Source: an optimization exercise on an open RTL-to-GDS flow (aim: small area and a short achievable clock period). Production flows keep margins and buffers that such runs may drop. At most, simulation tests tie the RTL to the original design; equivalence was not proved. Function not checked in run 1: the RTL went through the layout flow alone. No activity file was given, so power comes from the tool's default toggle rates.

===== config.mk =====
export PLATFORM = sky130hd
export DESIGN_NAME = fifo_top
export DESIGN_NICKNAME = fifo_top
export VERILOG_FILES = /design/flow/design.v
export SDC_FILE = /design/flow/constraint.sdc
export NUM_CORES = 4
export LEC_CHECK = 0
export CAP_MARGIN = 20
export CORE_MARGIN = 2
export CORE_UTILIZATION = 45
export SLEW_MARGIN = 20

===== design.v =====
`timescale 1ns/1ps
module fifo_ptr_sync #(
    parameter int PTR_W = 7
) (
    input  logic             clk,
    input  logic             rst_n,
    input  logic [PTR_W-1:0] ptr_in,
    output logic [PTR_W-1:0] ptr_out
);
    logic [PTR_W-1:0] meta;
    always_ff @(posedge clk or negedge rst_n) begin
        if (!rst_n) begin
            meta    <= '0;
            ptr_out <= '0;
        end else begin
            meta    <= ptr_in;
            ptr_out <= meta;
        end
    end
endmodule
`timescale 1ns/1ps
module fifo_dual_port_ram #(
    parameter int DATA_W = 32,
    parameter int ADDR_W = 6
) (
    input  logic              clk,
    input  logic              wen,
    input  logic [ADDR_W-1:0] waddr,
    input  logic [DATA_W-1:0] wdata,
    input  logic [ADDR_W-1:0] raddr,
    output logic [DATA_W-1:0] rdata
);
    localparam int DEPTH = 1 << ADDR_W;
    logic [DEPTH-1:0][DATA_W-1:0] store;
    logic [DEPTH-1:0]             wsel;
    logic [DEPTH-1:0]             rsel;
    always_comb begin
        for (int i = 0; i < DEPTH; i++) begin
            wsel[i] = wen && (waddr == ADDR_W'(i));
            rsel[i] = (raddr == ADDR_W'(i));
        end
    end
    for (genvar i = 0; i < DEPTH; i++) begin : g_word
        always_ff @(posedge clk) begin
            if (wsel[i]) begin
                store[i] <= wdata;
            end
        end
    end
    always_comb begin
        rdata = '0;
        for (int i = 0; i < DEPTH; i++) begin
            rdata = rdata | (store[i] & {DATA_W{rsel[i]}});
        end
    end
endmodule
`timescale 1ns/1ps
module fifo_write_ctrl #(
    parameter int ADDR_W = 6
) (
    input  logic              clk,
    input  logic              rst_n,
    input  logic              winc,
    input  logic [ADDR_W:0]   rptr_d2,
    output logic              wfull,
    output logic [ADDR_W:0]   wptr,
    output logic              mem_en,
    output logic [ADDR_W-1:0] mem_addr
);
    localparam int PTR_W = ADDR_W + 1;
    logic             wr_accept;
    logic [PTR_W-1:0] wptr_inc;
    logic [PTR_W-1:0] full_match;
    logic             full_if_hold;
    logic             full_if_inc;
    assign wr_accept = winc & ~wfull;
    assign wptr_inc     = wptr + 1'b1;
    assign full_match   = {~rptr_d2[PTR_W-1], rptr_d2[PTR_W-2:0]};
    assign full_if_hold = (wptr == full_match);
    assign full_if_inc  = (wptr_inc == full_match);
    always_ff @(posedge clk or negedge rst_n) begin
        if (!rst_n) begin
            wptr  <= '0;
            wfull <= 1'b0;
        end else begin
            wptr  <= wr_accept ? wptr_inc : wptr;
            wfull <= wr_accept ? full_if_inc : full_if_hold;
        end
    end
    assign mem_en   = wr_accept;
    assign mem_addr = wptr[ADDR_W-1:0];
endmodule
`timescale 1ns/1ps
module fifo_read_ctrl #(
    parameter int DATA_W = 32,
    parameter int ADDR_W = 6
) (
    input  logic              clk,
    input  logic              rst_n,
    input  logic              rinc,
    input  logic [ADDR_W:0]   wptr_d2,
    output logic [DATA_W-1:0] rdata,
    output logic              rempty,
    output logic [ADDR_W:0]   rptr,
    output logic [ADDR_W-1:0] mem_addr,
    input  logic [DATA_W-1:0] mem_data
);
    localparam int PTR_W = ADDR_W + 1;
    logic             rd_accept;
    logic [PTR_W-1:0] rptr_inc;
    logic             empty_if_hold;
    logic             empty_if_inc;
    assign rd_accept = rinc & ~rempty;
    assign rptr_inc      = rptr + 1'b1;
    assign empty_if_hold = (rptr == wptr_d2);
    assign empty_if_inc  = (rptr_inc == wptr_d2);
    assign mem_addr = rptr[ADDR_W-1:0];
    always_ff @(posedge clk or negedge rst_n) begin
        if (!rst_n) begin
            rptr   <= '0;
            rempty <= 1'b1;
        end else begin
            rptr   <= rd_accept ? rptr_inc : rptr;
            rempty <= rd_accept ? empty_if_inc : empty_if_hold;
        end
    end
    always_ff @(posedge clk or negedge rst_n) begin
        if (!rst_n) begin
            rdata <= '0;
        end else if (rd_accept) begin
            rdata <= mem_data;
        end
    end
endmodule
`timescale 1ns/1ps
module async_fifo #(
    parameter int DATA_W = 32,
    parameter int ADDR_W = 6
) (
    input  logic              clk,
    input  logic              rst_n,
    input  logic              winc,
    input  logic [DATA_W-1:0] wdata,
    output logic              wfull,
    input  logic              rinc,
    output logic [DATA_W-1:0] rdata,
    output logic              rempty
);
    localparam int PTR_W = ADDR_W + 1;
    logic [PTR_W-1:0]  wptr, wptr_d2;
    logic [PTR_W-1:0]  rptr, rptr_d2;
    logic              wr_en;
    logic [ADDR_W-1:0] wr_addr;
    logic [ADDR_W-1:0] rd_addr;
    logic [DATA_W-1:0] rd_data;
    fifo_write_ctrl #(.ADDR_W(ADDR_W)) u_write_ctrl (
        .clk      (clk),
        .rst_n    (rst_n),
        .winc     (winc),
        .rptr_d2  (rptr_d2),
        .wfull    (wfull),
        .wptr     (wptr),
        .mem_en   (wr_en),
        .mem_addr (wr_addr)
    );
    fifo_ptr_sync #(.PTR_W(PTR_W)) u_wptr_sync (
        .clk     (clk),
        .rst_n   (rst_n),
        .ptr_in  (wptr),
        .ptr_out (wptr_d2)
    );
    fifo_ptr_sync #(.PTR_W(PTR_W)) u_rptr_sync (
        .clk     (clk),
        .rst_n   (rst_n),
        .ptr_in  (rptr),
        .ptr_out (rptr_d2)
    );
    fifo_dual_port_ram #(
        .DATA_W (DATA_W),
        .ADDR_W (ADDR_W)
    ) u_ram (
        .clk   (clk),
        .wen   (wr_en),
        .waddr (wr_addr),
        .wdata (wdata),
        .raddr (rd_addr),
        .rdata (rd_data)
    );
    fifo_read_ctrl #(
        .DATA_W (DATA_W),
        .ADDR_W (ADDR_W)
    ) u_read_ctrl (
        .clk      (clk),
        .rst_n    (rst_n),
        .rinc     (rinc),
        .wptr_d2  (wptr_d2),
        .rdata    (rdata),
        .rempty   (rempty),
        .rptr     (rptr),
        .mem_addr (rd_addr),
        .mem_data (rd_data)
    );
endmodule
`timescale 1ns/1ps
module fifo_top (
    input  logic        clk,
    input  logic        rst_n,
    input  logic        winc,
    input  logic [31:0] wdata,
    output logic        wfull,
    input  logic        rinc,
    output logic [31:0] rdata,
    output logic        rempty
);
    async_fifo #(
        .DATA_W (32),
        .ADDR_W (6)
    ) u_fifo (
        .clk    (clk),
        .rst_n  (rst_n),
        .winc   (winc),
        .wdata  (wdata),
        .wfull  (wfull),
        .rinc   (rinc),
        .rdata  (rdata),
        .rempty (rempty)
    );
endmodule

===== run.sh =====
#!/bin/bash
# synth_recipe.tcl (not shown) runs the flow's synth.tcl, then flattens the netlist and writes it again
# the make line also repeats each setting of config.mk as NAME=value (left out here)
make -C /OpenROAD-flow-scripts/flow DESIGN_CONFIG=/design/flow/config.mk WORK_HOME=/design/flow/orfs CLKGATE_MAP_FILE= SYNTH_SCRIPT=/design/flow/synth_recipe.tcl finish

===== constraint.sdc =====
create_clock -name core_clock -period 4.5 [get_ports {clk}]
set_input_delay 0.9000 -clock core_clock [delete_from_list [all_inputs] [get_ports {clk}]]
set_output_delay 0.9000 -clock core_clock [all_outputs]
set_load 0.01 [all_outputs]

==> results by group, run 1 <==
Pwr
  – Leakage power: 28.9 nW
  – Cell internal pwr: around 35 mW
  – Reg power frac: between 40% and 50%
  – Sw frac: between 30 and 40%
  – Pwr dens: between 500 and 600 nW/µm²
  – Clk pwr share: roughly a third
  – Comb pwr share: a little under a fifth
  – Net switching power: ~15 mW
  – VDD IR-drop max: roughly 0.50 mV
  – Power Total: about 50 mW

Timing
  – Final min period: approximately 4.2 ns
  – Fin crit share: just over 90%
  – Worst Max-Slew Pin Slew: 1.31 ns
  – Fin Hold WS: between 0.08 and 0.09 ns
  – Max-slew violation count: 0
  – Fmax: 0.239 GHz
  – Setup tns final: 0 ns
  – RSZ-0062 raised after global routing: no
  – Slew headroom: between 10 and 15%
  – Final Hold Viols: 0
  – Worst Clk Skew: 0.0469 ns
  – Final setup fails: 0

Flow run
  – Max Cap Viol: 0

Critical path
  – R2r setup slk: ~0.32 ns
  – Crit path required time: 5.21 ns
  – WP buf/inv: 1
  – Critical Path Source: u_fifo.u_read_ctrl.rptr[3]$_DFFE_PN0P_
  – Worst Setup End Kind: flop
  – R2r startpoint: u_fifo.u_read_ctrl.rptr[3]$_DFFE_PN0P_
  – Critical path's top delay family: simple AND/OR/NAND/NOR gates
  – CP cell instances: or2b_2, nor2_4, buf_12, a2111oi_0, nand3_1, nor4_1, a31oi_1
  – CP Class: reg -> reg
  – Worst path max stage delay: slightly below 0.9 ns
  – Critical Path AT: between 4 and 5 ns
  – Critical Path Fanout Max: 20
  – CP max stage cell: or2b_2
  – Crit path launch type: flop

Synth
  – Post-synth top flop: edfxtp_1
  – Synth area leader: edfxtp_1
  – Register bit total from synthesis: 2,124
  – Commonest cells in the netlist: edfxtp_1 (2,048), a22oi_1 (780), nor2_1 (161), clkbuf_1 (141), and3_1 (139)
  – Cell with the most instances after synthesis: edfxtp_1
  – Syn Std Cell Area: between 70,000 and 80,000 µm²
  – Asr flop ratio synth: ~3.6%
  – Share of the yosys chip area belonging to registers: between 80 and 90%
  – Yosys Warn Count: 4
  – Yosys top cell area share: between 70% and 80%
  – Synth cell types: 63
  – Post-synth EDFFs: between 2k and 2.5k
  – Avg Inst Size Synth: roughly 18 µm²
  – Syn_nets: about 4.3k
  – Post-Synthesis Cells: 4,227
  – Ranking of synthesized cells by area: edfxtp_1 (80%), a22oi_1 (7.6%), dfrtp_1 (2.4%)

Floorplan
  – Chip height: 418 µm
  – Row count: about 150
  – Io pins: 70
  – Core Footprint: about 170,000 µm²
  – Total die area: roughly 170,000 µm²
  – Die X: between 400 and 500 µm
  – Initial Utilization: between 40% and 50%

Clock network
  – Clock tree sinks: approximately 2.1k
  – Clock transition at path regs: ~0.07 ns
  – Worst-Skew Late Latency: between 0.8 and 0.9 ns
  – CTS buffer count: 206
  – Root buf cell: clkbuf_16
  – Hold-fix buffers at CTS: 0
  – CTS Buffer Depth: 3
  – H-tree levels: 4
  – TritonCTS clock tree: done
  – PostCTS Resize Cnt: 0
  – # Post-CTS Setup Buffers: 0

Finish
  – Nets: 4,617
  – Fraction of layout instances using a drive strength above 1: about 17%
  – Synth-to-Final Area Change: 17.3%
  – Util after Layout: between 50% and 60%

Global route
  – Grt ovf: 0
  – Initial antenna violation count: 26
  – GRT met3 Usage: between 10% and 20%
  – Routing usage on met1: between 50% and 60%
  – Most Used Layer, Global Route: met2
  – First-pass GRT wire length: about 440,000 µm
  – Met2 Resource Use GR: roughly 54%
  – Vias in the first global route: roughly 46k
  – GRT Total Usage: between 30% and 40%
  – Largest net degree at the start of global routing: 65

Run status
  – Status: finished clean

Worst hold path
  – Worst min path class: in -> async

Drt
  – Starting DRT DRC Count: 12.4k
  – Router iterations before antenna repair: 7
  – Avg WL per Cell: 48.8 µm
  – Detailed Route WL: 342,000 µm
  – Drt via density: roughly 7.4
  – Routed Antenna Nets: 0
  – Vias: approximately 52k
  – Drt drc: 0

Placed design
  – Routability cong.: about 0.93
  – HPWL Detailed: around 190,000 µm
  – Port Buffers: a little under 70
==> area by class of cell <==
type | count | area, µm²
flip-flops and latches | 2124 | 63400
well taps | 2218 | 2780
inverters | 4 | 15.0
multi-input cells | 1864 | 13700
fillers | 13200 | 79300
clock inverters | 115 | 958
diodes | 20 | 50.0
repair buffers | 373 | 3940
clock buffers | 276 | 5650
==> routing by layer <==
layer	wire length (µm)	vias up
met5	184	-
met4	26900	27
met3	59800	1409
met2	141000	5986
met1	114000	26200
li1	-	18400
==> placed cells by master, fill, tap and decap left out, types with 16 or more instances in the layout <==
cell / instances
clkbuf_16: 210
nor2_4: 126
diode_2: 20
xnor2_1: 17
clkbuf_1: 51
a31oi_1: 19
nand3_1: 77
clkinv_2: 40
a22oi_1: 780
a221oi_1: 35
a21oi_1: 35
nand4_1: 138
nor2_1: 41
a2111oi_0: 38
clkinv_1: 44
edfxtp_1: 2048
mux2i_1: 16
buf_12: 83
buf_2: 16
clkdlybuf4s50_1: 36
a22o_1: 61
nor4_1: 38
and3_1: 139
nor3_1: 30
nand2_1: 100
dfrtp_1: 71
buf_4: 235
==> cell families after synthesis <==
family	Yosys count	synth area share, %
DFF	2124	82.1
AOI/OAI and AO/OA	1035	10.3
and+or+nand+nor	768	5.37
buffers and inverters	239	1.40
xor gates and xnor gates	28	0.318
muxes	25	0.339
adders and majority gates	8	0.130
==> sequential cells by signal, summed over array words and instances, names as in the netlist <==
| register | flops |
|---|---|
| u_fifo.u_write_ctrl.wptr | 7 |
| u_fifo.u_write_ctrl.wfull | 1 |
| u_fifo.u_read_ctrl.rempty | 1 |
| u_fifo.u_read_ctrl.rptr | 7 |
| u_fifo.u_read_ctrl.rdata | 32 |
| u_fifo.u_rptr_sync.ptr_out | 7 |
| u_fifo.u_wptr_sync.ptr_out | 7 |
| u_fifo.u_rptr_sync.meta | 7 |
| u_fifo.u_wptr_sync.meta | 7 |
| u_fifo.u_ram.store | 2048 |
==> stage by stage <==
stage,setup slack [ns],instance area [µm²],cells
finish,0.319,90500,6994
global route,0.426,90500,6975
CTS,0.559,90300,6970
detailed placement,0.572,83700,6579
global placement,0.451,83600,6575
floorplan,0.288,77200,4227
==> final timing paths <==
check / cells after the start / endpoint
setup / recovery: 7 / u_fifo.u_read_ctrl.rdata[25]$_DFFE_PN0P_
hold / removal: 1 / u_fifo.u_rptr_sync.ptr_out[6]$_DFF_PN0_
setup reg to reg: 7 / u_fifo.u_read_ctrl.rdata[25]$_DFFE_PN0P_
hold reg to reg: 0 / u_fifo.u_wptr_sync.ptr_out[0]$_DFF_PN0_
max in group asynchronous: 2 / u_fifo.u_read_ctrl.rdata[0]$_DFFE_PN0P_
min in group core_clock: 0 / u_fifo.u_wptr_sync.ptr_out[0]$_DFF_PN0_
==> power groups by stage <==
stage | combinational, mW | sequential, mW | clock (mW)
floorplan | 3.74 | 23.5 | 0
global placement | 8.83 | 23.8 | 0
detailed placement | 8.91 | 23.8 | 0
CTS | 8.94 | 23.4 | 17.1
global route | 9.34 | 23.4 | 17.9
finish | 9.49 | 23.4 | 17.2
==> run 2: changes to the inputs <==
--- a/design.v
+++ b/design.v
@@ -29,3 +29,3 @@
     input  logic [DATA_W-1:0] wdata,
-    input  logic [ADDR_W-1:0] raddr,
+    input  logic [(1<<ADDR_W)-1:0] rsel,
     output logic [DATA_W-1:0] rdata
@@ -35,3 +35,2 @@
     logic [DEPTH-1:0]             wsel;
-    logic [DEPTH-1:0]             rsel;
     always_comb begin
@@ -39,3 +38,2 @@
             wsel[i] = wen && (waddr == ADDR_W'(i));
-            rsel[i] = (raddr == ADDR_W'(i));
         end
@@ -104,3 +102,3 @@
     output logic [ADDR_W:0]   rptr,
-    output logic [ADDR_W-1:0] mem_addr,
+    output logic [(1<<ADDR_W)-1:0] mem_sel,
     input  logic [DATA_W-1:0] mem_data
@@ -116,3 +114,9 @@
     assign empty_if_inc  = (rptr_inc == wptr_d2);
-    assign mem_addr = rptr[ADDR_W-1:0];
+    always_ff @(posedge clk or negedge rst_n) begin
+        if (!rst_n) begin
+            mem_sel <= (1<<ADDR_W)'(1);
+        end else if (rd_accept) begin
+            mem_sel <= {mem_sel[(1<<ADDR_W)-2:0], mem_sel[(1<<ADDR_W)-1]};
+        end
+    end
     always_ff @(posedge clk or negedge rst_n) begin
@@ -153,3 +157,3 @@
     logic [ADDR_W-1:0] wr_addr;
-    logic [ADDR_W-1:0] rd_addr;
+    logic [(1<<ADDR_W)-1:0] rd_sel;
     logic [DATA_W-1:0] rd_data;
@@ -185,3 +189,3 @@
         .wdata (wdata),
-        .raddr (rd_addr),
+        .rsel  (rd_sel),
         .rdata (rd_data)
@@ -199,3 +203,3 @@
         .rptr     (rptr),
-        .mem_addr (rd_addr),
+        .mem_sel  (rd_sel),
         .mem_data (rd_data)
--- a/config.mk
+++ b/config.mk
@@ -10,2 +10,3 @@
 export CORE_UTILIZATION = 45
+export SETUP_SLACK_MARGIN = 2.3
 export SLEW_MARGIN = 20
==> results by group, run 2 <==
Clock network
  – H-tree levels: 4
  – Clock transition at path regs: 0.06 ns
  – CTS Buffer Depth: 3
  – Clock tree sinks: roughly 2.2k
  – Worst-Skew Late Latency: just under 0.9 ns
  – CTS buffer count: 214
  – TritonCTS clock tree: done
  – Root buf cell: clkbuf_16

Critical path
  – Critical Path Fanout Max: 3
  – Worst path max stage delay: 0.59 ns
  – R2r startpoint: u_fifo.u_read_ctrl.mem_sel[8]$_DFFE_PN0P_
  – R2r setup slk: about 2.1 ns
  – Critical Path AT: about 1.6 ns
  – CP cell instances: buf_6
  – Crit path launch type: flop
  – CP Class: reg -> out
  – Crit path required time: around 3.6 ns
  – Critical path's top delay family: flip-flops
  – Worst Setup End Kind: output port
  – Critical Path Source: u_fifo.u_read_ctrl.rdata[10]$_DFFE_PN0P_
  – WP buf/inv: 1
  – CP max stage cell: dfrtp_2
  – Worst r2r path cells: 4
  – Reg-to-reg endpoint: u_fifo.u_read_ctrl.rdata[3]$_DFFE_PN0P_

Finish
  – Reg area: ~65,000 µm²
  – Non-Filler Instances: between 7k and 8k
  – Nets: roughly 4.8k
  – Synth-to-Final Area Change: 22.1%
  – Biggest regs: u_fifo.u_ram.store x2048, u_fifo.u_read_ctrl.mem_sel x64, u_fifo.u_read_ctrl.rdata x32
  – Area taken by multi-input logic gates: 13,500 µm²
  – Commonest non-fill, non-tap cells in the layout: edfxtp_1 (2,048), a22oi_1 (658), buf_4 (281)
  – Fillers: between 10k and 15k
  – Finished Cell Area: approximately 96,000 µm²
  – Fraction of layout instances using a drive strength above 1: a little over a quarter
  – Util after Layout: between 50% and 60%
  – Largest Register: u_fifo.u_ram.store
  – Max reg flops: 2,048
  – Commonest non-fill, non-tap cell in the layout: edfxtp_1

Global route
  – GRT met3 Usage: between 10% and 20%
  – Initial antenna violation count: 34
  – GRT Total Usage: 38.1%
  – Most Used Layer, Global Route: met2
  – First-pass GRT wire length: roughly 450,000 µm
  – Largest net degree at the start of global routing: between 90 and 100
  – Met2 Resource Use GR: a little over half
  – Grt ovf: 0
  – Vias in the first global route: slightly below 50k
  – Routing usage on met1: a little under 50%

Drt
  – Detailed Route WL: roughly 350,000 µm
  – Vias: 52.7k
  – Drt drc: 0
  – Drt via density: roughly 7.2
  – Avg WL per Cell: 48.1 µm
  – Router iterations before antenna repair: 7
  – Starting DRT DRC Count: about 12k
  – Routed Antenna Nets: 0

Pwr
  – Pwr dens: about 470 nW/µm²
  – VDD IR-drop max: between 0.4 and 0.5 mV
  – Power Total: 45.0 mW
  – Leakage power: 31.3 nW

Floorplan
  – Core Footprint: about 170,000 µm²
  – Die X: ~420 µm
  – Initial Utilization: between 40 and 50%
  – Total die area: roughly 180,000 µm²
  – Io pins: 70
  – Chip height: 423 µm
  – Row count: between 150 and 200

Synth
  – Cell with the most instances after synthesis: edfxtp_1
  – Avg Inst Size Synth: about 19 µm²
  – Synth area leader: edfxtp_1
  – Register bit total from synthesis: between 2k and 2.5k
  – Yosys top cell area share: approximately four fifths
  – Commonest cells in the netlist: edfxtp_1 (2,048), a22oi_1 (766), nand2_1 (217), nand4_1 (191), dfrtp_1 (138)
  – Post-synth EDFFs: slightly above 2k
  – Yosys Warn Count: 4
  – Share of the yosys chip area belonging to registers: slightly above 80%
  – Ranking of synthesized cells by area: edfxtp_1 (78%), a22oi_1 (7.3%), dfrtp_1 (4.4%)
  – Syn Std Cell Area: 78,800 µm²
  – Post-Synthesis Cells: 4,216
  – Synth cell types: 43
  – Post-synth top flop: edfxtp_1
  – Asr flop ratio synth: under 10%
  – Syn_nets: about 4.3k

Timing
  – Max-slew violation count: 0
  – Final min period: 2.51 ns
  – Fin crit share: between 50 and 60%
  – Final WS setup: 1.99 ns
  – Worst Clk Skew: roughly 0.044 ns
  – Fmax: about 0.40 GHz
  – Slew headroom: between 30% and 40%
  – Worst Max-Slew Pin Slew: roughly 1.0 ns
  – Setup tns final: 0 ns
  – Final setup fails: 0
  – Final Hold Viols: 0
  – Fin Hold WS: just under 0.09 ns
  – RSZ-0062 raised after global routing: yes

Run status
  – Status: finished clean

Worst hold path
  – Worst min path class: in -> async

Placed design
  – Routability cong.: 0.891
  – Post-Place Cells: about 6.6k
  – HPWL Detailed: 180,000 µm
  – Port Buffers: 69
  – Cell area after placement: 83,400 µm²
  – Pre-CTS setup slack: ~0.81 ns

Flow run
  – Max Cap Viol: 0
==> run 2: cell count changes in the layout (fill, tap and decap cells not counted), moves of 57 or more <==
cell,delta
buf_6,+112
nor2_4,-63
buf_12,+57
a22oi_2,+108
nand2_1,+105
a22oi_1,-122
and3_1,-137
==> run 2: cell type report <==
type | count | area share, %
sequential | 2188 | 67.8
multi-input combinational | 1741 | 14.0
timing repair buffer | 616 | 7.86
clock buffer | 299 | 6.25
tap | 2325 | 3.02
clock inverter | 106 | 0.984
antenna | 23 | 0.0598
inverter | 2 | 0.00780
==> run 2: worst register-to-register path, cell delays in order (launching register included) <==
cell and delay, ns:
dfrtp_4 0.59, buf_12 0.19, a222oi_1 0.63, nand4_1 0.42
o32a_1 0.40
==> run 2: timing repair <==
item	CTS	global route
pin swaps	78	80
hold buffers	0	0
buffers inserted	242	56
cloned	11	9
endpoints found under the setup margin	1708	854
gates resized for setup	527	170
hold endpoints to repair	0	0
==> run 2: report_power, final <==
| group | internal, mW | leakage [nW] | total, mW | switching, mW |
|---|---|---|---|---|
| Clock | 10.2 | 3.41 | 17.9 | 7.75 |
| Combinational | 0.945 | 7.74 | 3.28 | 2.34 |
| Sequential | 23.2 | 20.1 | 23.8 | 0.582 |
| Total | 34.3 | 31.3 | 45.0 | 10.7 |
==> run 2: logic make-up (layout without fill, tap and decap cells) <==
group	Yosys count	count (layout)	share of synthesized area, %
flip-flops	2188	2188	82.5
AO/OA/AOI/OAI	1069	1069	10.8
AND/OR/NAND/NOR	635	637	3.97
buffers and inverters	289	1023	2.31
XOR/XNOR	29	29	0.357
adder cells (fa/ha/maj)	5	5	0.0794
multiplexers	1	1	0.0127
other	0	23	0
==> run 2: routing by layer <==
layer	vias to the layer above	wire length (µm)
met5	-	337
met4	40	30200
met2	5984	146000
li1	18700	-
met1	26500	113000
met3	1474	61600
==> run 2: worst max path at each step <==
stage / cells after the start / endpoint / slack (ns)
finish: 1 / rdata[10] / 1.99
floorplan: 5 / u_fifo.u_ram.store[1024]$_DFFE_PP_ / 1.67
global route: 1 / rdata[17] / 1.98
global placement: 6 / u_fifo.u_ram.store[1241]$_DFFE_PP_ / 0.84
detailed placement: 6 / u_fifo.u_ram.store[1224]$_DFFE_PP_ / 0.81
CTS: 1 / rdata[17] / 2.01
==> run 3: changes to the inputs <==
--- a/config.mk
+++ b/config.mk
@@ -10,2 +10,4 @@
 export CORE_UTILIZATION = 45
+export CTS_CLUSTER_DIAMETER = 80
+export CTS_CLUSTER_SIZE = 20
 export SETUP_SLACK_MARGIN = 2.3
==> results by group, run 3 <==
Floorplan
  – Initial Utilization: around 45%
  – Total die area: ~180,000 µm²
  – Die X: between 400 and 500 µm
  – Chip height: 423 µm
  – Core Footprint: between 150,000 and 200,000 µm²
  – Io pins: 70
  – Row count: about 150

Drt
  – Router iterations before antenna repair: 9
  – Starting DRT DRC Count: roughly 13k
  – Routed Antenna Nets: 0
  – Drt via density: around 7.4
  – Detailed Route WL: about 350,000 µm
  – Avg WL per Cell: approximately 49 µm
  – Drt drc: 0
  – Vias: 52.4k

Critical path
  – Critical Path Fanout Max: 3
  – CP cell instances: buf_6
  – R2r startpoint: u_fifo.u_read_ctrl.mem_sel[8]$_DFFE_PN0P_
  – CP Class: reg -> out
  – Worst Setup End Kind: output port
  – Worst path max stage delay: around 0.60 ns
  – R2r setup slk: roughly 2.1 ns
  – CP max stage cell: dfrtp_2
  – Crit path launch type: flop
  – Critical path's top delay family: flip-flops
  – Crit. path cell count: 1
  – Crit path required time: 3.60 ns
  – Critical Path AT: between 1.5 and 2 ns
  – Reg-to-reg endpoint: u_fifo.u_read_ctrl.rdata[3]$_DFFE_PN0P_
  – Worst r2r path cells: 4
  – WP buf/inv: 1
  – Critical Path Source: u_fifo.u_read_ctrl.rdata[10]$_DFFE_PN0P_

Pwr
  – VDD IR-drop max: between 0.4 and 0.5 mV
  – Reg power frac: a little over 60%
  – Sw frac: 24.5%
  – Comb pwr share: 8.4%
  – Cell internal pwr: 29.4 mW
  – Pwr dens: around 420 nW/µm²
  – Clk pwr share: 30.6%
  – Leakage power: about 30 nW
  – Net switching power: around 9.6 mW

Synth
  – Cell with the most instances after synthesis: edfxtp_1
  – Commonest cells in the netlist: edfxtp_1 (2,048), a22oi_1 (766), nand2_1 (217), nand4_1 (191), dfrtp_1 (138)
  – Synth cell types: 43
  – Post-Synthesis Cells: ~4.2k
  – Yosys top cell area share: between 70% and 80%
  – Post-synth top flop: edfxtp_1
  – Share of the yosys chip area belonging to registers: about 82%
  – Asr flop ratio synth: roughly 6.4%
  – Synth area leader: edfxtp_1
  – Register bit total from synthesis: roughly 2.2k
  – Adder-cell area share of the yosys netlist: 0.0794%
  – Largest family of logic cells by synthesized area: compound AO/OA/AOI/OAI gates
  – Yosys Warn Count: 4
  – Post-synthesis mux area share: less than 1%
  – Syn Std Cell Area: 78,800 µm²
  – Ranking of synthesized cells by area: edfxtp_1 (78%), a22oi_1 (7.3%), dfrtp_1 (4.4%)
  – Post-synth EDFFs: 2,048
  – Simple-gate share of the synthesized area: 3.97%
  – Compound-Gate Fraction of Synth Area: between 10% and 20%
  – Avg Inst Size Synth: 18.7 µm²
  – Synth Area in XOR/XNOR: less than 1%
  – Syn_nets: 4,257

Clock network
  – Clock transition at path regs: 0.09 ns
  – Worst-Skew Late Latency: 0.82 ns
  – CTS Buffer Depth: 3
  – CTS buffer count: around 120
  – H-tree levels: 3
  – Clock tree sinks: roughly 2.2k
  – TritonCTS clock tree: done
  – Root buf cell: clkbuf_16
  – Hold-fix buffers at CTS: 0

Finish
  – Max reg flops: a little over 2k
  – Biggest regs: u_fifo.u_ram.store x2048, u_fifo.u_read_ctrl.mem_sel x64, u_fifo.u_read_ctrl.rdata x32
  – Fillers: about 13k
  – Fraction of layout instances using a drive strength above 1: a little under a quarter
  – Nets: ~4.7k
  – Synth-to-Final Area Change: 17.8%
  – Commonest non-fill, non-tap cells in the layout: edfxtp_1 (2,048), a22oi_1 (673), buf_4 (268)
  – Largest Register: u_fifo.u_ram.store
  – Util after Layout: 53.4%
  – Reg area: ~65,000 µm²
  – Area taken by multi-input logic gates: between 10,000 and 15,000 µm²
  – Commonest non-fill, non-tap cell in the layout: edfxtp_1

Timing
  – Final setup fails: 0
  – RSZ-0062 raised after global routing: yes
  – Max-slew violation count: 0
  – Final min period: 2.47 ns
  – Slew headroom: between 30% and 40%
  – Fin crit share: a little over half
  – Final WS setup: roughly 2.0 ns
  – Final Hold Viols: 0
  – Worst Max-Slew Pin Slew: 1.05 ns
  – Fmax: between 0.4 and 0.5 GHz
  – Setup tns final: 0 ns
  – Worst Clk Skew: 0.0284 ns

Global route
  – GRT Total Usage: between 30% and 40%
  – Vias in the first global route: about 47k
  – First-pass GRT wire length: roughly 450,000 µm
  – Largest net degree at the start of global routing: a little under 100
  – Initial antenna violation count: 32
  – Grt ovf: 0

Worst hold path
  – Worst min path class: in -> async

Placed design
  – Pre-CTS setup slack: just over 0.8 ns
  – HPWL Detailed: 180,000 µm
  – Routability cong.: around 0.89
  – Port Buffers: slightly below 70

Flow run
  – Max Cap Viol: 0

Run status
  – Status: finished clean
-- run 3: cell counts after synthesis --
No cell type changed its count.
-- run 3: cell type report --
cell class	count	share of cell area, %
antenna	29	0.0781
clock buffer	217	3.71
clock inverter	8	0.127
inverter	2	0.00808
multi-input combinational	1740	14.5
sequential	2188	70.3
tap	2325	3.13
timing repair buffer	611	8.20
-- run 3: repair_timing --
item | 4_1_cts | 5_1_grt
pin swaps | 93 | 85
resized for setup | 551 | 165
setup endpoints to repair | 1858 | 918
setup buffers | 245 | 39
gates cloned | 17 | 10
-- run 3: worst max path at each step --
| stage | endpoint |
|---|---|
| global route | rdata[17] |
| CTS | rdata[17] |
| floorplan | u_fifo.u_ram.store[1024]$_DFFE_PP_ |
| finish | rdata[10] |
| detailed placement | u_fifo.u_ram.store[1224]$_DFFE_PP_ |
| global placement | u_fifo.u_ram.store[1241]$_DFFE_PP_ |
-- run 3: power by group through the flow --
stage	logic, mW	registers, mW	clock network [mW]
after CTS	3.02	23.7	11.8
after detailed placement	2.78	24.1	0
after global routing	3.29	23.8	12.4
final	3.29	23.8	11.9
after global placement	2.75	24.1	0
after floorplan	1.21	23.9	0
-- run 3: through the flow --
| step | hold slack (ns) | cells | power [mW] | area (µm²) |
|---|---|---|---|---|
| 5_1_grt | 0.129 | 7095 | 39.5 | 92800 |
| 6_report | 0.0860 | 7120 | 39.0 | 92900 |
| 4_1_cts | 0.144 | 7040 | 38.5 | 91500 |
| 3_5_place_dp | 0.335 | 6553 | 26.9 | 83400 |
| 3_3_place_gp | 0.332 | 6552 | 26.9 | 83400 |
| 2_1_floorplan | 0.331 | 4216 | 25.1 | 79400 |
-- run 3: logic make-up after synthesis --
group | after synthesis
flip-flops | 2188
buffers and inverters | 289
XOR/XNOR | 29
AND/OR/NAND/NOR | 635
multiplexers | 1
AO/OA/AOI/OAI | 1069
adder cells (fa/ha/maj) | 5
-- run 3: routing by layer --
metal | track usage [%] | part of all wire (%) | up-vias
li1 | - | - | 18400
met1 | 49.1 | 32 | 26400
met2 | 53.9 | 42 | 6200
met3 | 13.8 | 18 | 1318
met4 | 24.3 | 7.9 | 20
met5 | 0 | 0.058 | -
==> run 4: changes to the inputs <==
--- a/design.v
+++ b/design.v
@@ -30,2 +30,3 @@
     input  logic [(1<<ADDR_W)-1:0] rsel,
+    input  logic                   ren,
     output logic [DATA_W-1:0] rdata
@@ -50,3 +51,3 @@
         for (int i = 0; i < DEPTH; i++) begin
-            rdata = rdata | (store[i] & {DATA_W{rsel[i]}});
+            rdata = rdata | (store[i] & {DATA_W{rsel[i] & ren}});
         end
@@ -103,2 +104,3 @@
     output logic [(1<<ADDR_W)-1:0] mem_sel,
+    output logic                   mem_ren,
     input  logic [DATA_W-1:0] mem_data
@@ -111,2 +113,3 @@
     assign rd_accept = rinc & ~rempty;
+    assign mem_ren   = rd_accept;
     assign rptr_inc      = rptr + 1'b1;
@@ -133,4 +136,4 @@
             rdata <= '0;
-        end else if (rd_accept) begin
-            rdata <= mem_data;
+        end else begin
+            rdata <= mem_data | (rdata & {DATA_W{~rd_accept}});
         end
@@ -158,2 +161,3 @@
     logic [(1<<ADDR_W)-1:0] rd_sel;
+    logic                   rd_en;
     logic [DATA_W-1:0] rd_data;
@@ -190,2 +194,3 @@
         .rsel  (rd_sel),
+        .ren   (rd_en),
         .rdata (rd_data)
@@ -204,2 +209,3 @@
         .mem_sel  (rd_sel),
+        .mem_ren  (rd_en),
         .mem_data (rd_data)
==> results by group, run 4 <==
Floorplan
  – Io pins: 70
  – Die X: 420 µm
  – Core Footprint: 172,000 µm²
  – Total die area: 176,000 µm²
  – Row count: approximately 150
  – Chip height: around 420 µm
  – Initial Utilization: 45.3%

Critical path
  – R2r setup slk: ~2 ns
  – Worst Setup End Kind: flop
  – Worst path max stage delay: 0.59 ns
  – CP Class: reg -> reg
  – CP cell instances: buf_6, a22o_1, a221oi_2, nand4_1, nor4_4, a21oi_1
  – Reg-to-reg endpoint: u_fifo.u_read_ctrl.rdata[3]$_DFF_PN0_
  – Crit path launch type: flop
  – Critical Path Fanout Max: 9
  – Worst r2r path cells: 6
  – R2r startpoint: u_fifo.u_read_ctrl.mem_sel[44]$_DFFE_PN0N_
  – CP max stage cell: dfrtp_4
  – Critical Path AT: between 3 and 4 ns
  – Crit path required time: around 5.2 ns

Synth
  – Share of the yosys chip area belonging to registers: 83.5%
  – Synth cell types: 37
  – Syn_nets: 4,244
  – Avg Inst Size Synth: roughly 19 µm²
  – Asr flop ratio synth: roughly 6.4%
  – Register bit total from synthesis: 2,188
  – Ranking of synthesized cells by area: edfxtp_1 (79%), a22oi_1 (5.3%), dfrtp_1 (4.4%)
  – Syn Std Cell Area: ~80,000 µm²
  – Post-synth top flop: edfxtp_1
  – Post-synth EDFFs: about 2k
  – Commonest cells in the netlist: edfxtp_1 (2,048), a22oi_1 (547), clkbuf_1 (233), nand2_1 (218), a22o_1 (208)
  – Cell with the most instances after synthesis: edfxtp_1
  – Yosys top cell area share: 79.0%
  – Post-Synthesis Cells: ~4.2k
  – Synth area leader: edfxtp_1
  – Yosys Warn Count: 4

Timing
  – Worst Max-Slew Pin Slew: between 1 and 1.5 ns
  – Final WS setup: between 1.5 and 2 ns
  – Slew headroom: about 24%
  – Max-slew violation count: 0
  – Fmax: ~0.39 GHz
  – RSZ-0062 raised after global routing: yes
  – Fin crit share: 56.6%
  – Final Hold Viols: 0
  – Final min period: around 2.5 ns
  – Setup tns final: 0 ns
  – Worst Clk Skew: 0.0548 ns
  – Final setup fails: 0

Global route
  – GRT Total Usage: ~40%
  – Grt ovf: 0
  – Largest net degree at the start of global routing: 99
  – Vias in the first global route: ~48k
  – Initial antenna violation count: 36
  – First-pass GRT wire length: 457,000 µm

Finish
  – Fraction of layout instances using a drive strength above 1: 24.6%
  – Biggest regs: u_fifo.u_ram.store x2048, u_fifo.u_read_ctrl.mem_sel x64, u_fifo.u_read_ctrl.rdata x32
  – Commonest non-fill, non-tap cells in the layout: edfxtp_1 (2,048), a22oi_1 (525), buf_4 (330)
  – Reg area: roughly 65,000 µm²
  – Util after Layout: ~55%
  – Fillers: between 10k and 15k
  – Area taken by multi-input logic gates: between 10,000 and 15,000 µm²
  – Non-Filler Instances: slightly above 7k
  – Nets: between 4k and 5k
  – Max reg flops: around 2.0k
  – Commonest non-fill, non-tap cell in the layout: edfxtp_1
  – Largest Register: u_fifo.u_ram.store
  – Synth-to-Final Area Change: 21.2%

Drt
  – Avg WL per Cell: ~51 µm
  – Drt drc: 0
  – Vias: between 50k and 60k
  – Starting DRT DRC Count: 12.5k
  – Routed Antenna Nets: 0
  – Router iterations before antenna repair: 7
  – Detailed Route WL: 365,000 µm
  – Drt via density: 7.50

Clock network
  – Clock transition at path regs: ~0.080 ns
  – CTS buffer count: 130
  – TritonCTS clock tree: done
  – CTS Buffer Depth: 3
  – H-tree levels: 4
  – Root buf cell: clkbuf_16
  – Worst-Skew Late Latency: 0.85 ns
  – Clock tree sinks: 2,188

Pwr
  – VDD IR-drop max: between 0.3 and 0.4 mV
  – Pwr dens: 416 nW/µm²
  – Leakage power: approximately 31 nW

Placed design
  – Port Buffers: about 70
  – HPWL Detailed: 189,000 µm
  – Post-Place Cells: 6,545
  – Routability cong.: 0.910
  – Pre-CTS setup slack: 0.829 ns

Worst hold path
  – Hold-critical path depth: 0
  – Min-delay src: u_fifo.u_rptr_sync.meta[4]$_DFF_PN0_
  – WHS Endpoint: u_fifo.u_rptr_sync.ptr_out[4]$_DFF_PN0_
  – Worst min path class: reg -> reg

Flow run
  – Max Cap Viol: 0

Run status
  – Status: finished clean
==> run 4: cell count changes in the layout (fill, tap and decap cells not counted), sizes merged, moves of 12 or more <==
cell,previous run,this run
buf,586,645
nand4,191,159
a22oi,766,547
a21oi,34,52
a22o,97,208
or4,31,3
nor3,5,32
inv,5,17
o32a,31,0
a221oi,97,210
nor4,1,30
==> run 4: final cells by class <==
cell class                 count  share of cell area [%]
tap                         2310                    3.06
antenna                       22                  0.0583
clock inverter                20                   0.284
timing repair buffer         683                    8.97
clock buffer                 210                    3.85
inverter                       3                  0.0119
multi-input combinational   1726                    14.7
sequential                  2188                    69.1
==> run 4: worst max-delay path by stage <==
stage	start	endpoint	slack [ns]	cells after the start
4_1_cts	u_fifo.u_read_ctrl.rdata[30]$_DFF_PN0_	rdata[30]	2.06	1
5_1_grt	u_fifo.u_read_ctrl.mem_sel[23]$_DFFE_PN0N_	u_fifo.u_read_ctrl.rdata[12]$_DFF_PN0_	1.97	8
3_3_place_gp	winc	u_fifo.u_ram.store[1684]$_DFFE_PP_	0.85	6
3_5_place_dp	winc	u_fifo.u_ram.store[1668]$_DFFE_PP_	0.83	6
6_report	u_fifo.u_read_ctrl.mem_sel[44]$_DFFE_PN0N_	u_fifo.u_read_ctrl.rdata[3]$_DFF_PN0_	1.95	6
2_1_floorplan	winc	u_fifo.u_ram.store[1504]$_DFFE_PP_	1.62	4
==> run 4: repair_timing <==
item                                    4_1_cts  5_1_grt
buffers inserted                            233       83
hold buffers                                  0        1
endpoints found under the setup margin     2109      912
endpoints found under the hold margin         0       10
resized for setup                           581      200
gates cloned                                 20       27
pin swaps                                   111      101
==> run 4: logic make-up (layout without fill, tap and decap cells) <==
| family | Yosys count | count (layout) | synth area share (%) |
|---|---|---|---|
| flip-flops | 2188 | 2188 | 83.5 |
| AO/OA/AOI/OAI | 1061 | 1061 | 10.8 |
| AND/OR/NAND/NOR | 630 | 631 | 3.87 |
| buffers and inverters | 290 | 916 | 1.41 |
| XOR/XNOR | 28 | 28 | 0.315 |
| adder cells (fa/ha/maj) | 5 | 5 | 0.0803 |
| multiplexers | 1 | 1 | 0.0145 |
| other | 0 | 22 | 0 |
==> run 4: power breakdown <==
part           leakage, nW  total, mW  switching (mW)  internal (mW)
Combinational         8.54       3.06            2.20          0.860
Clock                 1.87       12.6            6.83           5.78
Sequential            20.1       23.6           0.487           23.1
Total                 30.5       39.3            9.52           29.8
==> run 4: worst max-delay path: cells and delay by family (launching register included) <==
kind,cells,cell delay [ns]
simple gates,2,0.90
compound gates,3,0.68
flops,1,0.59
buf+inv,1,0.23
==> run 4: metrics by stage <==
| step | instance area, µm² | hold WS, ns | power [mW] |
|---|---|---|---|
| finish | 94400 | 0.352 | 39.3 |
| CTS | 91900 | 0.237 | 38.8 |
| detailed placement | 83200 | 0.335 | 26.3 |
| global route | 94400 | 0.361 | 39.8 |
| floorplan | 78300 | 0.331 | 24.7 |
| global placement | 83200 | 0.332 | 26.3 |
==> run 4: routing by layer <==
layer	vias up	routed length (µm)	part of all wire, %	track usage (%)
met5	-	629	0.17	0.306
met4	35	34100	9.3	29.5
met3	1649	68700	19	17.3
met2	6691	148000	41	54.7
met1	26800	113000	31	50.0
li1	18500	-	-	-
==> run 5: changes to the inputs <==
==> flow/run.sh (new file) <==
#!/bin/bash
# The standard layout, with the data pins placed in fixed pairs (wdata[b] next to
# rdata[b], eight bits per die edge) so each bit's storage slice sits by its own pins.
# The control pins are left to the pin placer. Every tool's output goes to flow.log here;
# ORFS also keeps its per-step logs under orfs/logs.
set -euo pipefail
cd "$(dirname "${BASH_SOURCE[0]}")/.."
bash standard.sh IO_CONSTRAINTS="$PWD/flow/io.tcl" finish > flow.log 2>&1
==> flow/io.tcl (new file) <==
# data pins only: each bit's write and read pins side by side, 8 bits per edge;
# the control pins are left to the pin placer
set block [ord::get_db_block]
set die [$block getDieArea]
set W [expr {[$die xMax] / 1000.0}]
set H [expr {[$die yMax] / 1000.0}]
set bit 0
for {set e 0} {$e < 4} {incr e} {
  set slots {}
  for {set k 0} {$k < 8} {incr k} { lappend slots "wdata\[$bit\]" "rdata\[$bit\]"; incr bit }
  set n [llength $slots]
  for {set i 0} {$i < $n} {incr i} {
    # pairs spread evenly along the edge, the two pins of a pair 3 um apart
    set pair [expr {$i / 2}]
    set f [expr {($pair + 0.5) / 8.0}]
    set off [expr {($i % 2) * 3.0}]
    set p [lindex $slots $i]
    switch $e {
      0 { place_pin -pin_name $p -layer met2 -location [list [expr {$f * $W + $off}] 0] -pin_size {0.14 0.485} -force_to_die_boundary }
      1 { place_pin -pin_name $p -layer met3 -location [list $W [expr {$f * $H + $off}]] -pin_size {0.8 0.3} -force_to_die_boundary }
      2 { place_pin -pin_name $p -layer met2 -location [list [expr {(1 - $f) * $W - $off}] $H] -pin_size {0.14 0.485} -force_to_die_boundary }
      3 { place_pin -pin_name $p -layer met3 -location [list 0 [expr {(1 - $f) * $H - $off}]] -pin_size {0.8 0.3} -force_to_die_boundary }
    }
  }
}
==> standard.sh (new file) <==
#!/bin/bash
# synth_recipe.tcl (not shown) runs the flow's synth.tcl, then flattens the netlist and writes it again
# the make line also repeats each setting of config.mk as NAME=value (left out here)
make -C /OpenROAD-flow-scripts/flow DESIGN_CONFIG=/design/flow/config.mk WORK_HOME=/design/flow/orfs CLKGATE_MAP_FILE= SYNTH_SCRIPT=/design/flow/synth_recipe.tcl "${@:-finish}"
removed: run.sh
==> results by group, run 5 <==
Drt
  – Router iterations before antenna repair: 9
  – Starting DRT DRC Count: 12.6k
  – Routed Antenna Nets: 0
  – Vias: 52.1k
  – Drt drc: 0
  – Detailed Route WL: 346,000 µm
  – Drt via density: 7.42
  – Avg WL per Cell: between 40 and 50 µm

Synth
  – Syn_nets: 4,244
  – Commonest cells in the netlist: edfxtp_1 (2,048), a22oi_1 (547), clkbuf_1 (233), nand2_1 (218), a22o_1 (208)
  – Ranking of synthesized cells by area: edfxtp_1 (79%), a22oi_1 (5.3%), dfrtp_1 (4.4%)
  – Share of the yosys chip area belonging to registers: a little over four fifths
  – Yosys Warn Count: 4
  – Post-Synthesis Cells: about 4.2k
  – Yosys top cell area share: 79.0%
  – Cell with the most instances after synthesis: edfxtp_1
  – Asr flop ratio synth: under 10%
  – Avg Inst Size Synth: approximately 19 µm²
  – Syn Std Cell Area: around 78,000 µm²
  – Synth area leader: edfxtp_1
  – Post-synth EDFFs: 2,048
  – Register bit total from synthesis: roughly 2.2k
  – Post-synth top flop: edfxtp_1
  – Synth cell types: 37

Critical path
  – Worst r2r path cells: 6
  – Critical path's top delay family: flip-flops
  – Reg-to-reg endpoint: u_fifo.u_read_ctrl.rdata[25]$_DFF_PN0_
  – CP Class: reg -> out
  – CP max stage cell: dfrtp_2
  – Crit path required time: between 3 and 4 ns
  – Critical Path Fanout Max: 2
  – R2r setup slk: ~2.2 ns
  – WP buf/inv: 1
  – R2r startpoint: u_fifo.u_read_ctrl.mem_sel[41]$_DFFE_PN0N_
  – CP cell instances: buf_6
  – Crit path launch type: flop
  – Critical Path AT: about 1.5 ns
  – Worst Setup End Kind: output port
  – Worst path max stage delay: about 0.49 ns

Flow run
  – Max Cap Viol: 0

Global route
  – Vias in the first global route: ~47k
  – Initial antenna violation count: 17
  – Grt ovf: 0
  – Largest net degree at the start of global routing: 100
  – GRT Total Usage: 38.5%
  – First-pass GRT wire length: 444,000 µm

Clock network
  – Hold-fix buffers at CTS: 0
  – H-tree levels: 4
  – CTS buffer count: 130
  – Worst-Skew Late Latency: slightly above 0.8 ns
  – CTS Buffer Depth: 3
  – Clock transition at path regs: approximately 0.090 ns
  – TritonCTS clock tree: done
  – Clock tree sinks: 2,188
  – Root buf cell: clkbuf_16

Timing
  – Slew headroom: 24.3%
  – Setup tns final: 0 ns
  – Fmax: 0.422 GHz
  – Final Hold Viols: 0
  – Fin crit share: a little over half
  – Final min period: 2.37 ns
  – Final setup fails: 0
  – Final WS setup: 2.13 ns
  – RSZ-0062 raised after global routing: yes
  – Max-slew violation count: 0
  – Worst Max-Slew Pin Slew: ~1.1 ns
  – Worst Clk Skew: ~0.044 ns
  – Fin Hold WS: 0.149 ns

Pwr
  – Pwr dens: ~430 nW/µm²
  – VDD IR-drop max: approximately 0.42 mV
  – Leakage power: between 20 and 30 nW
  – Power Total: 39.0 mW

Finish
  – Biggest regs: u_fifo.u_ram.store x2048, u_fifo.u_read_ctrl.mem_sel x64, u_fifo.u_read_ctrl.rdata x32
  – Reg area: between 60,000 and 70,000 µm²
  – Area taken by multi-input logic gates: 13,300 µm²
  – Commonest non-fill, non-tap cell in the layout: edfxtp_1
  – Commonest non-fill, non-tap cells in the layout: edfxtp_1 (2,048), a22oi_1 (534), buf_4 (280)
  – Finished Cell Area: approximately 91,000 µm²
  – Nets: 4,634
  – Synth-to-Final Area Change: 17.4%
  – Fraction of layout instances using a drive strength above 1: roughly a fifth
  – Max reg flops: 2,048
  – Largest Register: u_fifo.u_ram.store
  – Fillers: ~13k

Floorplan
  – Core Footprint: about 170,000 µm²
  – Row count: about 150
  – Chip height: roughly 420 µm
  – Total die area: 176,000 µm²
  – Io pins: 6
  – Initial Utilization: a little under half
  – Die X: 420 µm

Placed design
  – Port Buffers: slightly below 70
  – Cell area after placement: ~83,000 µm²
  – Pre-CTS setup slack: about 0.90 ns
  – HPWL Detailed: about 190,000 µm
  – Routability cong.: around 0.9

Run status
  – Status: finished clean

Worst hold path
  – Worst min path class: in -> async
[run 5: area by class of cell]
cell class / instances / share of cell area [%]
diodes: 12 / 0.0328
flip-flops and latches: 2188 / 71.3
well taps: 2310 / 3.16
inverters: 3 / 0.0123
clock inverters: 16 / 0.253
repair buffers: 544 / 6.65
multi-input cells: 1726 / 14.5
clock buffers: 217 / 4.05
[run 5: metrics by stage]
stage | instances | utilization, %
3_3_place_gp | 6554 | 48.5
2_1_floorplan | 4203 | -
4_1_cts | 6950 | 52.5
3_5_place_dp | 6555 | 48.5
6_report | 7016 | 53.3
5_1_grt | 7004 | 53.2
[run 5: report_power, final]
part	leakage, nW	total [mW]	internal (mW)	switching (mW)
registers	20.1	23.6	23.1	0.450
logic	7.22	2.82	0.751	2.07
clock network	1.88	12.6	5.80	6.82
total	29.2	39.0	29.7	9.35
[run 5: per-layer routing]
layer  part of all wire [%]  up-vias  wire, µm  GRT usage, %
li1                       -    18200         -             -
met1                     33    26500    113000          50.2
met2                     42     6100    145000          54.6
met3                     17     1294     60200          13.8
met4                    8.3       18     28600          24.7
met5                  0.033        -       114             0
[run 5: cell families after synthesis]
logic type      Yosys count  synth area share [%]
compound gates         1061                  10.8
xor+xnor                 28                 0.315
fa+ha+maj                 5                0.0803
buf+inv                 290                  1.41
flops                  2188                  83.5
mux                       1                0.0145
simple gates            630                  3.87
[run 5: repair_timing]
| action | in CTS | in global routing |
|---|---|---|
| pin swaps | 52 | 47 |
| cloned | 6 | 9 |
| endpoints found under the setup margin | 2076 | 1760 |
| buffers inserted | 156 | 44 |
| resized for setup | 455 | 136 |
[run 5: worst max-delay path by stage]
stage / start / end / slack [ns] / cells after the start
after detailed placement: winc / u_fifo.u_ram.store[1682]$_DFFE_PP_ / 0.90 / 6
after floorplan: winc / u_fifo.u_ram.store[1504]$_DFFE_PP_ / 1.62 / 4
after CTS: u_fifo.u_read_ctrl.rempty$_DFF_PN1_ / rempty / 2.05 / 1
after global placement: winc / u_fifo.u_ram.store[1639]$_DFFE_PP_ / 0.89 / 6
final: u_fifo.u_read_ctrl.rdata[16]$_DFF_PN0_ / rdata[16] / 2.13 / 1
after global routing: u_fifo.u_read_ctrl.rempty$_DFF_PN1_ / rempty / 2.11 / 1
==> run 6: changes to the inputs <==
--- a/design.v
+++ b/design.v
@@ -30,3 +30,2 @@
     input  logic [(1<<ADDR_W)-1:0] rsel,
-    input  logic                   ren,
     output logic [DATA_W-1:0] rdata
@@ -51,3 +50,3 @@
         for (int i = 0; i < DEPTH; i++) begin
-            rdata = rdata | (store[i] & {DATA_W{rsel[i] & ren}});
+            rdata = rdata | (store[i] & {DATA_W{rsel[i]}});
         end
@@ -104,3 +103,2 @@
     output logic [(1<<ADDR_W)-1:0] mem_sel,
-    output logic                   mem_ren,
     input  logic [DATA_W-1:0] mem_data
@@ -113,3 +111,2 @@
     assign rd_accept = rinc & ~rempty;
-    assign mem_ren   = rd_accept;
     assign rptr_inc      = rptr + 1'b1;
@@ -136,4 +133,4 @@
             rdata <= '0;
-        end else begin
-            rdata <= mem_data | (rdata & {DATA_W{~rd_accept}});
+        end else if (rd_accept) begin
+            rdata <= mem_data;
         end
@@ -161,3 +158,2 @@
     logic [(1<<ADDR_W)-1:0] rd_sel;
-    logic                   rd_en;
     logic [DATA_W-1:0] rd_data;
@@ -194,3 +190,2 @@
         .rsel  (rd_sel),
-        .ren   (rd_en),
         .rdata (rd_data)
@@ -209,3 +204,2 @@
         .mem_sel  (rd_sel),
-        .mem_ren  (rd_en),
         .mem_data (rd_data)
==> results by group, run 6 <==
Clock network
  – Root buf cell: clkbuf_16
  – Clock transition at path regs: 0.08 ns
  – CTS buffer count: roughly 130
  – CTS Buffer Depth: 3
  – TritonCTS clock tree: done
  – Worst-Skew Late Latency: 0.84 ns
  – Hold-fix buffers at CTS: 0
  – H-tree levels: 4
  – Clock tree sinks: ~2.2k

Global route
  – GRT Total Usage: 38.8%
  – Grt ovf: 0
  – Largest net degree at the start of global routing: 98
  – Vias in the first global route: slightly below 50k
  – First-pass GRT wire length: 456,000 µm
  – Initial antenna violation count: 13

Timing
  – Final Hold Viols: 0
  – Worst Max-Slew Pin Slew: around 0.93 ns
  – Fmax: approximately 0.41 GHz
  – RSZ-0062 raised after global routing: yes
  – Fin crit share: around 54%
  – Final min period: 2.41 ns
  – Setup tns final: 0 ns
  – Max-slew violation count: 0
  – Slew headroom: between 30% and 40%
  – Worst Clk Skew: ~0.05 ns
  – Fin Hold WS: around 0.13 ns
  – Final setup fails: 0

Finish
  – Non-Filler Instances: between 7k and 8k
  – Largest Register: u_fifo.u_ram.store
  – Nets: about 4.8k
  – Reg area: 65,300 µm²
  – Synth-to-Final Area Change: 18.6%
  – Max reg flops: roughly 2.0k
  – Commonest non-fill, non-tap cell in the layout: edfxtp_1
  – Commonest non-fill, non-tap cells in the layout: edfxtp_1 (2,048), a22oi_1 (692), buf_4 (327)
  – Biggest regs: u_fifo.u_ram.store x2048, u_fifo.u_read_ctrl.mem_sel x64, u_fifo.u_read_ctrl.rdata x32
  – Area taken by multi-input logic gates: 13,500 µm²
  – Fillers: between 10k and 15k
  – Fraction of layout instances using a drive strength above 1: 23.9%
  – Util after Layout: 53.7%

Synth
  – Cell with the most instances after synthesis: edfxtp_1
  – Share of the yosys chip area belonging to registers: just over 80%
  – Syn Std Cell Area: 78,800 µm²
  – Yosys top cell area share: about four fifths
  – Syn_nets: roughly 4.3k
  – Post-Synthesis Cells: 4,216
  – Synth area leader: edfxtp_1
  – Post-synth EDFFs: about 2.0k
  – Commonest cells in the netlist: edfxtp_1 (2,048), a22oi_1 (766), nand2_1 (217), nand4_1 (191), dfrtp_1 (138)
  – Synth cell types: 43
  – Avg Inst Size Synth: around 19 µm²
  – Ranking of synthesized cells by area: edfxtp_1 (78%), a22oi_1 (7.3%), dfrtp_1 (4.4%)
  – Post-synth top flop: edfxtp_1
  – Register bit total from synthesis: 2,188
  – Yosys Warn Count: 4
  – Asr flop ratio synth: roughly 6.4%

Floorplan
  – Initial Utilization: a little under half
  – Core Footprint: 174,000 µm²
  – Die X: approximately 420 µm
  – Total die area: around 180,000 µm²
  – Chip height: ~420 µm
  – Row count: roughly 150
  – Io pins: 6

Placed design
  – Routability cong.: 0.902
  – Port Buffers: 69
  – HPWL Detailed: around 190,000 µm
  – Post-Place Cells: around 6.6k

Critical path
  – Critical Path AT: ~3.1 ns
  – Crit path required time: 5.20 ns
  – Critical Path Fanout Max: 7
  – Worst Setup End Kind: flop
  – Worst r2r path cells: 5
  – CP cell instances: buf_12, buf_4, a22oi_1, nand4_1, o32a_1
  – Worst path max stage delay: roughly 0.60 ns
  – CP Class: reg -> reg
  – CP max stage cell: dfrtp_4
  – Crit path launch type: flop

Drt
  – Router iterations before antenna repair: 6
  – Detailed Route WL: about 360,000 µm
  – Drt via density: 7.45
  – Routed Antenna Nets: 0
  – Starting DRT DRC Count: 12.8k
  – Vias: about 53k
  – Avg WL per Cell: 50.3 µm
  – Drt drc: 0

Pwr
  – Leakage power: 30.1 nW
  – Pwr dens: around 430 nW/µm²
  – VDD IR-drop max: about 0.46 mV

Flow run
  – Max Cap Viol: 0

Worst hold path
  – Worst min path class: in -> async

Run status
  – Status: finished clean
[run 6: changes by cell type in the layout (fill, tap and decap cells not counted), sizes merged, moves of 29 or more]
cell,delta
buf,+96
a22oi,+219
a22o,-111
o32a,+31
a221oi,-113
nor4,-29
nand4,+32
[run 6: worst max-delay path, delay by kind of cell, from the launching register on]
kind,cells,cell delay [ns]
compound gates,2,0.80
flops,1,0.60
buf+inv,2,0.42
simple gates,1,0.42
[run 6: kinds of logic (layout without fill, tap and decap cells)]
logic type	count (synthesis)	count (layout)	synth area share [%]
adders and majority gates	5	5	0.0794
DFF	2188	2188	82.5
muxes	1	1	0.0127
other	0	15	0
AOI/OAI and AO/OA	1069	1069	10.8
buffers and inverters	289	890	2.31
xor gates and xnor gates	29	29	0.357
and+or+nand+nor	635	636	3.97
[run 6: report_power, final]
| group | switching, mW | leakage (nW) | internal, mW |
|---|---|---|---|
| Sequential | 0.587 | 20.1 | 23.2 |
| Clock | 6.86 | 1.92 | 5.88 |
| Combinational | 2.41 | 8.01 | 1.07 |
| Total | 9.85 | 30.1 | 30.1 |
[run 6: layout make-up]
class                           count  share of cell area [%]
Sequential cell                  2188                    69.8
Multi-Input combinational cell   1740                    14.4
Timing Repair Buffer              647                    8.35
Clock buffer                      221                    4.02
Tap cell                         2325                    3.11
Clock inverter                     20                   0.278
Antenna cell                       15                  0.0401
Inverter                            2                 0.00803
[run 6: per-stage QoR]
step                instance area, µm²  power [mW]  worst slack (ns)
floorplan                        79400        25.1              1.67
global placement                 83400        26.8             0.753
detailed placement               83400        26.9             0.730
CTS                              92000        39.4              1.93
global route                     93500        40.6              2.08
finish                           93500        40.0              2.09
[run 6: what timing repair did]
action,CTS,global route
setup endpoints to repair,2102,918
pin swaps,93,56
buffers inserted,252,64
gates cloned,16,14
resized for setup,545,124
[run 6: final timing paths]
kind                                                             from  slack [ns]                                    endpoint
setup / recovery           u_fifo.u_read_ctrl.mem_sel[59]$_DFFE_PN0P_        2.09     u_fifo.u_read_ctrl.rdata[6]$_DFFE_PN0P_
max in group asynchronous                                       rst_n        3.30  u_fifo.u_read_ctrl.mem_sel[27]$_DFFE_PN0P_
min in group core_clock          u_fifo.u_wptr_sync.meta[6]$_DFF_PN0_        0.35     u_fifo.u_wptr_sync.ptr_out[6]$_DFF_PN0_
setup reg to reg           u_fifo.u_read_ctrl.mem_sel[59]$_DFFE_PN0P_        2.09     u_fifo.u_read_ctrl.rdata[6]$_DFFE_PN0P_
hold / removal                                                  rst_n        0.13    u_fifo.u_read_ctrl.rdata[19]$_DFFE_PN0P_
hold reg to reg                  u_fifo.u_wptr_sync.meta[6]$_DFF_PN0_        0.35     u_fifo.u_wptr_sync.ptr_out[6]$_DFF_PN0_
[run 6: layer usage]
metal | GRT usage, % | wire [µm] | vias to the layer above
met5 | 0.591 | 421 | -
met1 | 49.6 | 114000 | 26800
li1 | - | - | 18500
met3 | 15.6 | 66600 | 1516
met2 | 53.9 | 146000 | 6408
met4 | 27.1 | 33500 | 12
==> run 7: changes to the inputs <==
--- a/design.v
+++ b/design.v
@@ -30,2 +30,3 @@
     input  logic [(1<<ADDR_W)-1:0] rsel,
+    input  logic                   ren,
     output logic [DATA_W-1:0] rdata
@@ -50,3 +51,3 @@
         for (int i = 0; i < DEPTH; i++) begin
-            rdata = rdata | (store[i] & {DATA_W{rsel[i]}});
+            rdata = rdata | (store[i] & {DATA_W{rsel[i] & ren}});
         end
@@ -103,2 +104,3 @@
     output logic [(1<<ADDR_W)-1:0] mem_sel,
+    output logic                   mem_ren,
     input  logic [DATA_W-1:0] mem_data
@@ -111,2 +113,3 @@
     assign rd_accept = rinc & ~rempty;
+    assign mem_ren   = rd_accept;
     assign rptr_inc      = rptr + 1'b1;
@@ -133,4 +136,4 @@
             rdata <= '0;
-        end else if (rd_accept) begin
-            rdata <= mem_data;
+        end else begin
+            rdata <= mem_data | (rdata & {DATA_W{~rd_accept}});
         end
@@ -158,2 +161,3 @@
     logic [(1<<ADDR_W)-1:0] rd_sel;
+    logic                   rd_en;
     logic [DATA_W-1:0] rd_data;
@@ -190,2 +194,3 @@
         .rsel  (rd_sel),
+        .ren   (rd_en),
         .rdata (rd_data)
@@ -204,2 +209,3 @@
         .mem_sel  (rd_sel),
+        .mem_ren  (rd_en),
         .mem_data (rd_data)
--- a/flow/run.sh
+++ b/flow/run.sh
@@ -2,3 +2,4 @@
 # The standard layout, with the data pins placed in fixed pairs (wdata[b] next to
-# rdata[b], eight bits per die edge) so each bit's storage slice sits by its own pins.
+# rdata[b], eight bits per die edge, kept off the corners) so each bit's storage slice
+# sits by its own pins.
 # The control pins are left to the pin placer. Every tool's output goes to flow.log here;
--- a/flow/io.tcl
+++ b/flow/io.tcl
@@ -1,2 +1,3 @@
-# data pins only: each bit's write and read pins side by side, 8 bits per edge;
+# data pins only: each bit's write and read pins side by side, 8 bits per edge, spread
+# over the middle 80% of the edge;
 # the control pins are left to the pin placer
@@ -14,3 +15,3 @@
     set pair [expr {$i / 2}]
-    set f [expr {($pair + 0.5) / 8.0}]
+    set f [expr {0.1 + 0.8 * ($pair + 0.5) / 8.0}]
     set off [expr {($i % 2) * 3.0}]
--- a/config.mk
+++ b/config.mk
@@ -10,4 +10,4 @@
 export CORE_UTILIZATION = 45
-export CTS_CLUSTER_DIAMETER = 80
-export CTS_CLUSTER_SIZE = 20
+export CTS_CLUSTER_DIAMETER = 100
+export CTS_CLUSTER_SIZE = 25
 export SETUP_SLACK_MARGIN = 2.3
==> results by group, run 7 <==
Run status
  – Status: finished clean

Synth
  – Synth cell types: 37
  – Post-synth EDFFs: approximately 2.0k
  – Commonest cells in the netlist: edfxtp_1 (2,048), a22oi_1 (547), clkbuf_1 (233), nand2_1 (218), a22o_1 (208)
  – Synth area leader: edfxtp_1
  – Post-Synthesis Cells: 4,203
  – Share of the yosys chip area belonging to registers: between 80% and 90%
  – Yosys Warn Count: 4
  – Ranking of synthesized cells by area: edfxtp_1 (79%), a22oi_1 (5.3%), dfrtp_1 (4.4%)
  – Avg Inst Size Synth: roughly 19 µm²
  – Syn_nets: roughly 4.2k
  – Register bit total from synthesis: around 2.2k
  – Post-synth top flop: edfxtp_1
  – Asr flop ratio synth: approximately 6.4%
  – Syn Std Cell Area: 77,900 µm²
  – Yosys top cell area share: 79.0%

Timing
  – Max-slew violation count: 0
  – Setup tns final: 0 ns
  – Final setup fails: 0
  – Worst Clk Skew: 0.0511 ns
  – Slew headroom: 25.8%
  – Final min period: about 2.3 ns
  – Final Hold Viols: 0
  – RSZ-0062 raised after global routing: yes
  – Worst Max-Slew Pin Slew: around 1.1 ns
  – Fmax: about 0.43 GHz

Finish
  – Nets: 4,648
  – Largest Register: u_fifo.u_ram.store
  – Reg area: 65,200 µm²
  – Fillers: 13.3k
  – Commonest non-fill, non-tap cells in the layout: edfxtp_1 (2,048), a22oi_1 (531), buf_4 (328)
  – Synth-to-Final Area Change: 16.6%
  – Biggest regs: u_fifo.u_ram.store x2048, u_fifo.u_read_ctrl.mem_sel x64, u_fifo.u_read_ctrl.rdata x32
  – Commonest non-fill, non-tap cell in the layout: edfxtp_1

Clock network
  – Hold-fix buffers at CTS: 0
  – CTS Buffer Depth: 3
  – Clock transition at path regs: around 0.10 ns
  – Worst-Skew Late Latency: 0.79 ns
  – Clock tree sinks: between 2k and 2.5k

Critical path
  – Crit. path cell count: 1
  – Critical path's top delay family: flip-flops
  – Crit path launch type: flop
  – Critical Path AT: around 1.4 ns
  – Critical Path Fanout Max: 2
  – CP cell instances: buf_2
  – CP max stage cell: dfrtp_1

Pwr
  – Leakage power: 29.0 nW
  – Pwr dens: a little over 400 nW/µm²
  – VDD IR-drop max: approximately 0.34 mV

Global route
  – Largest net degree at the start of global routing: 99
  – Grt ovf: 0
  – GRT Total Usage: between 30% and 40%
  – Vias in the first global route: approximately 47k
  – First-pass GRT wire length: about 440,000 µm

Drt
  – Router iterations before antenna repair: 7
  – Routed Antenna Nets: 0
  – Vias: 51.9k
  – Drt via density: approximately 7.4
  – Detailed Route WL: between 300,000 and 400,000 µm
  – Drt drc: 0
  – Starting DRT DRC Count: 12.2k

Worst hold path
  – Worst min path class: in -> async

Floorplan
  – Total die area: 176,000 µm²
  – Die X: 420 µm
  – Row count: between 150 and 200
  – Initial Utilization: between 40% and 50%
  – Core Footprint: between 150,000 and 200,000 µm²

Flow run
  – Max Cap Viol: 0

Placed design
  – HPWL Detailed: roughly 190,000 µm
  – Routability cong.: 0.908
  – Port Buffers: slightly below 70
==> run 7: changes by cell type after synthesis, sizes merged, moves of 28 or more <==
cell and change:
a221oi +113, nand4 -32, clkbuf +128, or4 -28, buf -128, a22oi -219
a22o +111, nor4 +29, o32a -31
==> run 7: final timing paths <==
check                                                           start                                         end  slack [ns]
max                            u_fifo.u_read_ctrl.rdata[27]$_DFF_PN0_                                   rdata[27]        2.16
min                                                             rst_n     u_fifo.u_wptr_sync.ptr_out[2]$_DFF_PN0_        0.15
max reg2reg                u_fifo.u_read_ctrl.mem_sel[16]$_DFFE_PN0N_       u_fifo.u_read_ctrl.rdata[3]$_DFF_PN0_        2.21
min reg2reg                      u_fifo.u_rptr_sync.meta[2]$_DFF_PN0_     u_fifo.u_rptr_sync.ptr_out[2]$_DFF_PN0_        0.34
max in group asynchronous                                       rst_n  u_fifo.u_read_ctrl.mem_sel[16]$_DFFE_PN0N_        3.05
min in group core_clock          u_fifo.u_rptr_sync.meta[2]$_DFF_PN0_     u_fifo.u_rptr_sync.ptr_out[2]$_DFF_PN0_        0.34
==> run 7: kinds of logic after synthesis <==
kind of cell,after synthesis,synth area share [%]
buffers and inverters,290,1.41
flip-flops,2188,83.5
adder cells (fa/ha/maj),5,0.0803
multiplexers,1,0.0145
AO/OA/AOI/OAI,1061,10.8
AND/OR/NAND/NOR,630,3.87
XOR/XNOR,28,0.315
==> run 7: routing by layer <==
layer  track usage, %  vias to the layer above  wire (µm)
met5                0                        -        333
met4             23.8                       29      28800
met3             13.4                     1410      61200
met2             55.1                     6034     144000
met1             50.0                    26200     112000
li1                 -                    18200          -
==> run 7: repair_timing <==
action                                  in CTS  in global routing
gates resized for setup                    438                150
setup buffers                              213                 34
cloned                                       9                 12
endpoints found under the setup margin    2074               1050
pin swaps                                   45                 59
==> run 7: final cells by class <==
cell class | instances | share of cell area [%]
Antenna cell | 11 | 0.0303
Timing Repair Buffer | 591 | 7.18
Sequential cell | 2188 | 71.8
Clock inverter | 3 | 0.0634
Tap cell | 2310 | 3.18
Inverter | 3 | 0.0124
Clock buffer | 177 | 3.14
Multi-Input combinational cell | 1725 | 14.5
==> run 7: power breakdown <==
group / internal (mW) / leakage [nW] / switching, mW
logic: 0.703 / 7.48 / 2.01
registers: 23.1 / 20.1 / 0.496
clock network: 4.36 / 1.38 / 6.35
==> run 7: per-stage QoR <==
stage               worst slack (ns)  util (%)  std cells  hold slack, ns  instance area (µm²)
finish                          2.16      52.9       7008           0.151                90800
global placement               0.830      48.4       6548           0.332                83000
detailed placement             0.863      48.4       6548           0.335                83100
floorplan                       1.62         -       4203           0.331                78300
global route                    2.17      52.9       6999           0.195                90800
CTS                             2.15      52.1       6950           0.157                89400

Check on run 7: ideal ports give 2.164 ns setup slack; a clkbuf_16 on the clock port and buf_2 on the inputs give 2.076 ns; moving port delays by the midpoint clock arrival (0.855 ns) as well gives 1.759 ns.
